What follows belongs to an exercise in optimizing a design on an open flow for small area and few clock cycles; a production flow would make more cautious choices. The RTL was checked by simulation tests, not by an equivalence proof against the original design. Power figures rest on the tool's default switching activity, not on a simulated workload.

## build 14
==> flow/design.v (excerpt) <==
module sorted_priority_queue_top (
    input  logic        i_clk,
    input  logic        i_rst_n,
    input  logic        s_axis_tvalid,
    output logic        s_axis_tready,
    input  logic [31:0] s_axis_tdata,   
    input  logic [1:0]  s_axis_tuser,   
    output logic        m_axis_tvalid,
    input  logic        m_axis_tready,
    output logic [39:0] m_axis_tdata,   
    output logic [1:0]  m_axis_tuser    
);
==> flow/config.mk <==
export PLATFORM = sky130hd
export DESIGN_NAME = sorted_priority_queue_top
export DESIGN_NICKNAME = sorted_priority_queue_top
export VERILOG_FILES = /design/flow/design.v
export SDC_FILE = /design/flow/constraint.sdc
export NUM_CORES = 4
export LEC_CHECK = 0
export CAP_MARGIN = 0
export CORE_MARGIN = 2
export CORE_UTILIZATION = 55
export CTS_BUF_LIST = sky130_fd_sc_hd__clkbuf_16
export CTS_CLUSTER_DIAMETER = 100
export CTS_CLUSTER_SIZE = 26
export SLEW_MARGIN = 0
==> flow/constraint.sdc <==
create_clock -name core_clock -period 5.5 [get_ports {i_clk}]
set_input_delay 1.1000 -clock core_clock [delete_from_list [all_inputs] [get_ports {i_clk}]]
set_output_delay 1.1000 -clock core_clock [all_outputs]
set_load 0.01 [all_outputs]
standard.sh (not shown) runs the stock make flow with config.mk's settings and CLKGATE_MAP_FILE= SYNTH_SCRIPT=/design/flow/synth_recipe.tcl, a recipe that flattens the netlist after the stock synthesis.
==> flow/flow/run.sh <==
#!/bin/bash
# Own layout flow: the standard flow (standard.sh) with two changes.
#  - Synthesis maps the logic with flow/area.abc, an area-oriented ABC
#    script, through flow/synth.tcl, which otherwise runs synth_recipe.tcl
#    unchanged (same registers, flattening and renaming).
#  - Ports are buffered with sky130_fd_sc_hd__buf_1 cells.
# Every step's full output is in orfs/logs/; make's own output is in
# own_flow_make.log and the DEF export's in own_flow_def.log.
set -euo pipefail
W="$PWD"
export FLOW_WORK="$W"
export MY_ABC_SCRIPT="$W/flow/area.abc"
sed -e "s#\(SYNTH_SCRIPT=\)[^ ]*/synth_recipe\.tcl#\1$W/flow/synth.tcl#" \
    -e "s#CLKGATE_MAP_FILE= #CLKGATE_MAP_FILE= 'BUFFER_PORTS_ARGS=-buffer_cell sky130_fd_sc_hd__buf_1' #" \
    -e "s#^\(\s*openroad .*\)\$#\1 > $W/own_flow_def.log 2>\&1#" \
    standard.sh > "$W/own_standard.sh"
grep -q "SYNTH_SCRIPT=$W/flow/synth.tcl" "$W/own_standard.sh"
grep -q "BUFFER_PORTS_ARGS" "$W/own_standard.sh"
bash "$W/own_standard.sh" finish > "$W/own_flow_make.log" 2>&1
test -s "$W/out/final.def"
==> flow/flow/area.abc <==
strash
&get -n
&fraig -x
&put
dc2
strash
&get -n
&dch -f
&nf -R 1000 {D}
&put
dnsize {D}
==> flow/flow/synth.tcl <==
# The standard synthesis (synth_recipe.tcl), with one change: the logic is
# mapped with the ABC script named by MY_ABC_SCRIPT (an area-oriented mapping)
# in place of ORFS's speed script. Registers, flattening and renaming are
# untouched.
proc abc {args} {
  set i [lsearch -exact $args -script]
  if {$i >= 0} { set args [lreplace $args $i [expr {$i + 1}]] }
  set i [lsearch -exact $args -D]
  if {$i >= 0} { set args [lreplace $args $i [expr {$i + 1}]] }
  lappend args -script $::env(MY_ABC_SCRIPT) -D 4000
  puts "own flow abc: $args"
  yosys abc {*}$args
}
source $::env(FLOW_WORK)/synth_recipe.tcl
Build 14: no failed stages, no open violations at the end
Testbench counts of build 14, summed over its fixed seeds: cycles 24,008.
Edits applied to the flow inputs when going from build 14 to build 8:
- CORE_UTILIZATION now 72, was 55
diff --git a/flow/flow/area.abc b/flow/flow/area.abc
--- a/flow/flow/area.abc
+++ b/flow/flow/area.abc
@@ -8,0 +9,5 @@
+&if -a -K 6
+&put
+strash
+&get -n
+&dch -f
--- outcome ---
Multi-input gate area in the final layout of build 8 falls short of that of build 14 slightly.
Build 8: final wirelength is 2.3% lower than what build 14 reported.
Build 8: PASS, flow complete, no timing, DRC or antenna violations
Cell with the biggest individual delay on the critical path = sky130_fd_sc_hd__clkinv_1: build 8; cell with the biggest individual delay on the critical path = sky130_fd_sc_hd__o211ai_1: build 14
Build 8 — relative contribution of combinational cells to total power 0.2 points higher, build 14 as reference
Edits applied to the flow inputs when going from build 8 to build 65:
- a change of CORE_UTILIZATION from 72 to 40
- a change of CTS_CLUSTER_SIZE from 26 to 20
==> flow/flow/area.abc <==
strash
&get -n
&fraig -x
&put
dc2
strash
&get -n
&dch -f
&nf -R 1000 {D}
&put
dnsize {D}
## What came out
Build 65: done, clean on timing, DRC and antenna
The run with more setup slack is build 65; build 8 has less.
Diff build 8 -> build 65 | worst-case vdd ir drop | decrease of 0.00012 V
Build 65: clock buffer instance count of the final layout is 12 higher than what build 8 reported.
What build 44 does differently from build 65 at the input level:
- CTS_CLUSTER_SIZE: 20 -> 26
- CORE_UTILIZATION: 40 -> 55
diff --git a/flow/flow/area.abc b/flow/flow/area.abc
--- a/flow/flow/area.abc
+++ b/flow/flow/area.abc
@@ -8,0 +9,5 @@
+&if -a -K 6
+&put
+strash
+&get -n
+&dch -f
- No stage failed in build 44, and the final checks on the layout all came back clean.
- On H-tree depth reported by CTS: between build 65 and build 44, it ends up lower for build 44.
- [compare] base=build 65 new=build 44: cell leakage power shows a reduction of 3.3%; mean number of vias per cell shows an increase of 11%; synthesized cell count shows a reduction of about 2.3%; global-route usage shows an increase of 12 points; total vias in the final route shows an increase of 0.44%.
- Number of ordinary and repair buffers in the finished layout (build 44 / build 65): 1.10
- As far as first-pass GRT wire length is concerned, build 65 and build 44 perform about the same.

Starting RTL as in the previous note.
clock: 5.5 ns
lec_check: 0
cap_margin: 0
core_margin: 2
core_utilization: 40
gpl_timing_driven: 0
slew_margin: 0
run.sh (not shown) runs the stock make flow with config.mk's settings and CLKGATE_MAP_FILE= SYNTH_SCRIPT=/design/flow/synth_recipe.tcl, a recipe that flattens the netlist after the stock synthesis.
Stock flow here: none of the scripts above is used.
The starting point produced a layout that fails on negative setup slack.
Testbench counts at the start, summed over its fixed seeds: cycles 24,008.
Change:
==> flow/flow/run.sh (new file) <==
#!/bin/bash
# Own layout flow: the standard flow (standard.sh) with two changes.
#  - Synthesis maps the logic with flow/area.abc, an area-oriented ABC
#    script, through flow/synth.tcl, which otherwise runs synth_recipe.tcl
#    unchanged (same registers, flattening and renaming).
#  - Ports are buffered with sky130_fd_sc_hd__buf_1 cells.
# Every step's full output is in orfs/logs/; make's own output is in
# own_flow_make.log and the DEF export's in own_flow_def.log.
set -euo pipefail
W="$PWD"
export FLOW_WORK="$W"
export MY_ABC_SCRIPT="$W/flow/area.abc"
sed -e "s#\(SYNTH_SCRIPT=\)[^ ]*/synth_recipe\.tcl#\1$W/flow/synth.tcl#" \
    -e "s#CLKGATE_MAP_FILE= #CLKGATE_MAP_FILE= 'BUFFER_PORTS_ARGS=-buffer_cell sky130_fd_sc_hd__buf_1' #" \
    -e "s#^\(\s*openroad .*\)\$#\1 > $W/own_flow_def.log 2>\&1#" \
    standard.sh > "$W/own_standard.sh"
grep -q "SYNTH_SCRIPT=$W/flow/synth.tcl" "$W/own_standard.sh"
grep -q "BUFFER_PORTS_ARGS" "$W/own_standard.sh"
bash "$W/own_standard.sh" finish > "$W/own_flow_make.log" 2>&1
test -s "$W/out/final.def"
==> flow/flow/area.abc (new file) <==
strash
&get -n
&fraig -x
&put
dc2
strash
&get -n
&dch -f
&nf -R 1000 {D}
&put
dnsize {D}
==> flow/flow/synth.tcl (new file) <==
# The standard synthesis (synth_recipe.tcl), with one change: the logic is
# mapped with the ABC script named by MY_ABC_SCRIPT (an area-oriented mapping)
# in place of ORFS's speed script. Registers, flattening and renaming are
# untouched.
proc abc {args} {
  set i [lsearch -exact $args -script]
  if {$i >= 0} { set args [lreplace $args $i [expr {$i + 1}]] }
  set i [lsearch -exact $args -D]
  if {$i >= 0} { set args [lreplace $args $i [expr {$i + 1}]] }
  lappend args -script $::env(MY_ABC_SCRIPT) -D 4000
  puts "own flow abc: $args"
  yosys abc {*}$args
}
source $::env(FLOW_WORK)/synth_recipe.tcl
==> flow/standard.sh (new file) <==
#!/bin/bash
# synth_recipe.tcl (not shown) runs the flow's synth.tcl, then flattens the netlist and writes it again
# the make line also repeats each setting of config.mk as NAME=value (left out here)
make -C /OpenROAD-flow-scripts/flow DESIGN_CONFIG=/design/flow/config.mk WORK_HOME=/design/flow/orfs CLKGATE_MAP_FILE= SYNTH_SCRIPT=/design/flow/synth_recipe.tcl "${@:-finish}"
- CTS_BUF_LIST: default -> sky130_fd_sc_hd__clkbuf_16
- CTS_CLUSTER_DIAMETER: default -> 100
- CTS_CLUSTER_SIZE: default -> 26
- GPL_TIMING_DRIVEN: 0 -> default
removed: flow/run.sh
The changed run finished clean.
Die area came out lower by 8.4%.
Maximum frequency came out higher by 20%.
Power came out lower by 20%.
Worst setup slack gets better by 0.94 ns.
Design area came out lower by 11%.
Via count came out lower by 11%.
Clock skew came out higher by 0.0067 ns.
Change:
- CTS_CLUSTER_DIAMETER: 100 -> 90
- CTS_CLUSTER_SIZE: 26 -> 28
Setup slack gains 0.064 ns.
Cell count hardly moves.
Global-route usage is about the same.
Design area is about the same.

sorted_priority_queue_top, a different RTL version from the one above (not shown whole).
Size in the first run: ~2800 cells after synthesis, roughly 670 flip-flops, ~34000 µm² of cells after synthesis.
clock: 5.5 ns
lec_check: 0
cap_margin: 20
core_margin: 2
core_utilization: 65
slew_margin: 20
Stock flow here: none of the scripts above is used.
Testbench counts at the start, summed over its fixed seeds: cycles 24,008.
Rerun with:
CORE_UTILIZATION = 40   (was 65)
CTS_BUF_LIST = sky130_fd_sc_hd__clkbuf_4   (was unset)
CTS_CLUSTER_SIZE = 20   (was unset)
Outcome:
- The changed run finished clean
- wire length came out higher by roughly a tenth
- via count is about the same
- utilization came out lower by 28 points
- clock power came out lower by a little under a tenth
- hold slack gains 0.0065 ns
Rerun with:
CTS_BUF_LIST = unset   (was sky130_fd_sc_hd__clkbuf_4)
CTS_CLUSTER_SIZE = unset   (was 20)
The new run ran to the end with no violations.
Critical path depth went up by 8.
Synthesized cell count stays the same.
Non-clock buffer count does not change.
Maximum frequency increases by a few percent.

## the previous run
sorted_priority_queue_top with an RTL version that a note above also has.
Size: about 2,300 cells after synthesis, ~82 I/O pins, about 30,000 µm² of cells after synthesis.
==> flow/config.mk <==
export PLATFORM = sky130hd
export DESIGN_NAME = sorted_priority_queue_top
export DESIGN_NICKNAME = sorted_priority_queue_top
export VERILOG_FILES = /design/flow/design.v
export SDC_FILE = /design/flow/constraint.sdc
export NUM_CORES = 4
export LEC_CHECK = 0
export CAP_MARGIN = 0
export CORE_MARGIN = 2
export CORE_UTILIZATION = 65
export CTS_BUF_LIST = sky130_fd_sc_hd__clkbuf_16
export CTS_CLUSTER_DIAMETER = 100
export CTS_CLUSTER_SIZE = 26
export SLEW_MARGIN = 0
==> flow/constraint.sdc <==
create_clock -name core_clock -period 5.5 [get_ports {i_clk}]
set_input_delay 1.1000 -clock core_clock [delete_from_list [all_inputs] [get_ports {i_clk}]]
set_output_delay 1.1000 -clock core_clock [all_outputs]
set_load 0.01 [all_outputs]
standard.sh (not shown) runs the stock make flow with config.mk's settings and CLKGATE_MAP_FILE= SYNTH_SCRIPT=/design/flow/synth_recipe.tcl, a recipe that flattens the netlist after the stock synthesis.
==> flow/flow/run.sh <==
#!/bin/bash
# Own layout flow: the standard flow (standard.sh) with two changes.
#  - Synthesis maps the logic with flow/area.abc, an area-oriented ABC
#    script, through flow/synth.tcl, which otherwise runs synth_recipe.tcl
#    unchanged (same registers, flattening and renaming).
#  - Ports are buffered with sky130_fd_sc_hd__buf_1 cells.
# Every step's full output is in orfs/logs/; make's own output is in
# own_flow_make.log and the DEF export's in own_flow_def.log.
set -euo pipefail
W="$PWD"
export FLOW_WORK="$W"
export MY_ABC_SCRIPT="$W/flow/area.abc"
sed -e "s#\(SYNTH_SCRIPT=\)[^ ]*/synth_recipe\.tcl#\1$W/flow/synth.tcl#" \
    -e "s#CLKGATE_MAP_FILE= #CLKGATE_MAP_FILE= 'BUFFER_PORTS_ARGS=-buffer_cell sky130_fd_sc_hd__buf_1' #" \
    -e "s#^\(\s*openroad .*\)\$#\1 > $W/own_flow_def.log 2>\&1#" \
    standard.sh > "$W/own_standard.sh"
grep -q "SYNTH_SCRIPT=$W/flow/synth.tcl" "$W/own_standard.sh"
grep -q "BUFFER_PORTS_ARGS" "$W/own_standard.sh"
bash "$W/own_standard.sh" finish > "$W/own_flow_make.log" 2>&1
test -s "$W/out/final.def"
==> flow/flow/area.abc <==
strash
&get -n
&fraig -x
&put
dc2
strash
&get -n
&dch -f
&if -a -K 6
&put
strash
&get -n
&dch -f
&nf -R 1000 {D}
&put
dnsize {D}
==> flow/flow/synth.tcl <==
# The standard synthesis (synth_recipe.tcl), with one change: the logic is
# mapped with the ABC script named by MY_ABC_SCRIPT (an area-oriented mapping)
# in place of ORFS's speed script. Registers, flattening and renaming are
# untouched.
proc abc {args} {
  set i [lsearch -exact $args -script]
  if {$i >= 0} { set args [lreplace $args $i [expr {$i + 1}]] }
  set i [lsearch -exact $args -D]
  if {$i >= 0} { set args [lreplace $args $i [expr {$i + 1}]] }
  lappend args -script $::env(MY_ABC_SCRIPT) -D 4000
  puts "own flow abc: $args"
  yosys abc {*}$args
}
source $::env(FLOW_WORK)/synth_recipe.tcl
No stage failed in the previous run, and the final checks on the layout all came back clean.
Testbench counts of the previous run, summed over its fixed seeds: cycles 24,008.
Modified inputs, the current run compared to the previous run
Settings: CTS_CLUSTER_SIZE: 26 -> unset; CTS_BUF_LIST: sky130_fd_sc_hd__clkbuf_16 -> unset; CTS_CLUSTER_DIAMETER: 100 -> unset; CORE_UTILIZATION: 65 -> 50.
==> flow/run.sh (new file) <==
#!/bin/bash
# synth_recipe.tcl (not shown) runs the flow's synth.tcl, then flattens the netlist and writes it again
# the make line also repeats each setting of config.mk as NAME=value (left out here)
make -C /OpenROAD-flow-scripts/flow DESIGN_CONFIG=/design/flow/config.mk WORK_HOME=/design/flow/orfs CLKGATE_MAP_FILE= SYNTH_SCRIPT=/design/flow/synth_recipe.tcl finish
removed: flow/flow/run.sh
removed: flow/flow/area.abc
removed: flow/flow/synth.tcl
removed: flow/standard.sh
--- outcome ---
- The flow did not stop early for the current run: all stages ran, and the layout cleared the timing, DRC and antenna checks.
- The post-route DRC violation count of the current run and that of the previous run are within noise of each other.
- Of the two candidates, the previous run has the better setup slack and the current run the worse one.
- Summary of the current run over the previous run: via count of the first global-routing pass shows an increase of about 9%, hold slack shows a reduction of 0.014 ns, all-layer global routing usage shows a reduction of 8.8 points.
- Wire: the current run routes more than the previous run
- Looking at net switching power across the current run and the previous run, the one that comes out lower is the previous run.
- Lower final non-filler cell total among the current run and the previous run: the previous run
- For power per cell area, dividing the value from the current run by the value from the previous run gives 1.14.
- Post-layout net count up about 17% in the current run wrt the previous run

## what the ideal ports hide
Ports are ideal in the flow. The routed layouts listed here were re-timed in OpenROAD. Step 1 assumes that a clkbuf_16 drives the clock port and a buf_2 every other input. Step 2 adds t to the input delays and takes it off the output delays; t is the mean of the earliest and latest rising clock arrival at the registers after step 1. Input paths then give back, and output paths get back, about the clock's delay inside the block. Slacks: ideal / step 1 / step 2; pairs: ideal / step 1.
run	t (ns)	slack for setup (ns)	worst register clock-pin slew, ns
build 14	0.720	0.668 / 0.712 / -0.008	0.11 / 0.11
build 8	0.698	0.775 / 0.729 / 0.104	0.11 / 0.11
build 65	0.660	0.863 / 0.804 / 0.381	0.09 / 0.09
build 44	0.724	0.743 / 0.679 / 0.096	0.11 / 0.11
the first run of note 2	0.697	-0.092 / -0.135 / -0.832	0.07 / 0.07
the second run of note 2	0.659	0.851 / 0.790 / 0.415	0.11 / 0.11
the third run of note 2	0.655	0.914 / 0.852 / 0.367	0.11 / 0.11
the first run of note 3	0.677	0.625 / 0.668 / -0.009	0.07 / 0.07
the second run of note 3	1.099	0.559 / 0.498 / 0.123	0.08 / 0.08
the third run of note 3	0.704	0.734 / 0.778 / 0.073	0.06 / 0.06
the previous run	0.712	0.847 / 0.785 / 0.180	0.11 / 0.11
the current run	0.673	0.490 / 0.423 / 0.011	0.06 / 0.06
Met with ideal ports but missed after step 2: setup timing in build 14 and the first run of note 3. For the first run of note 2, which loses most, drivers alone change the setup slack by -0.043 ns; drivers and shift together by -0.740 ns.
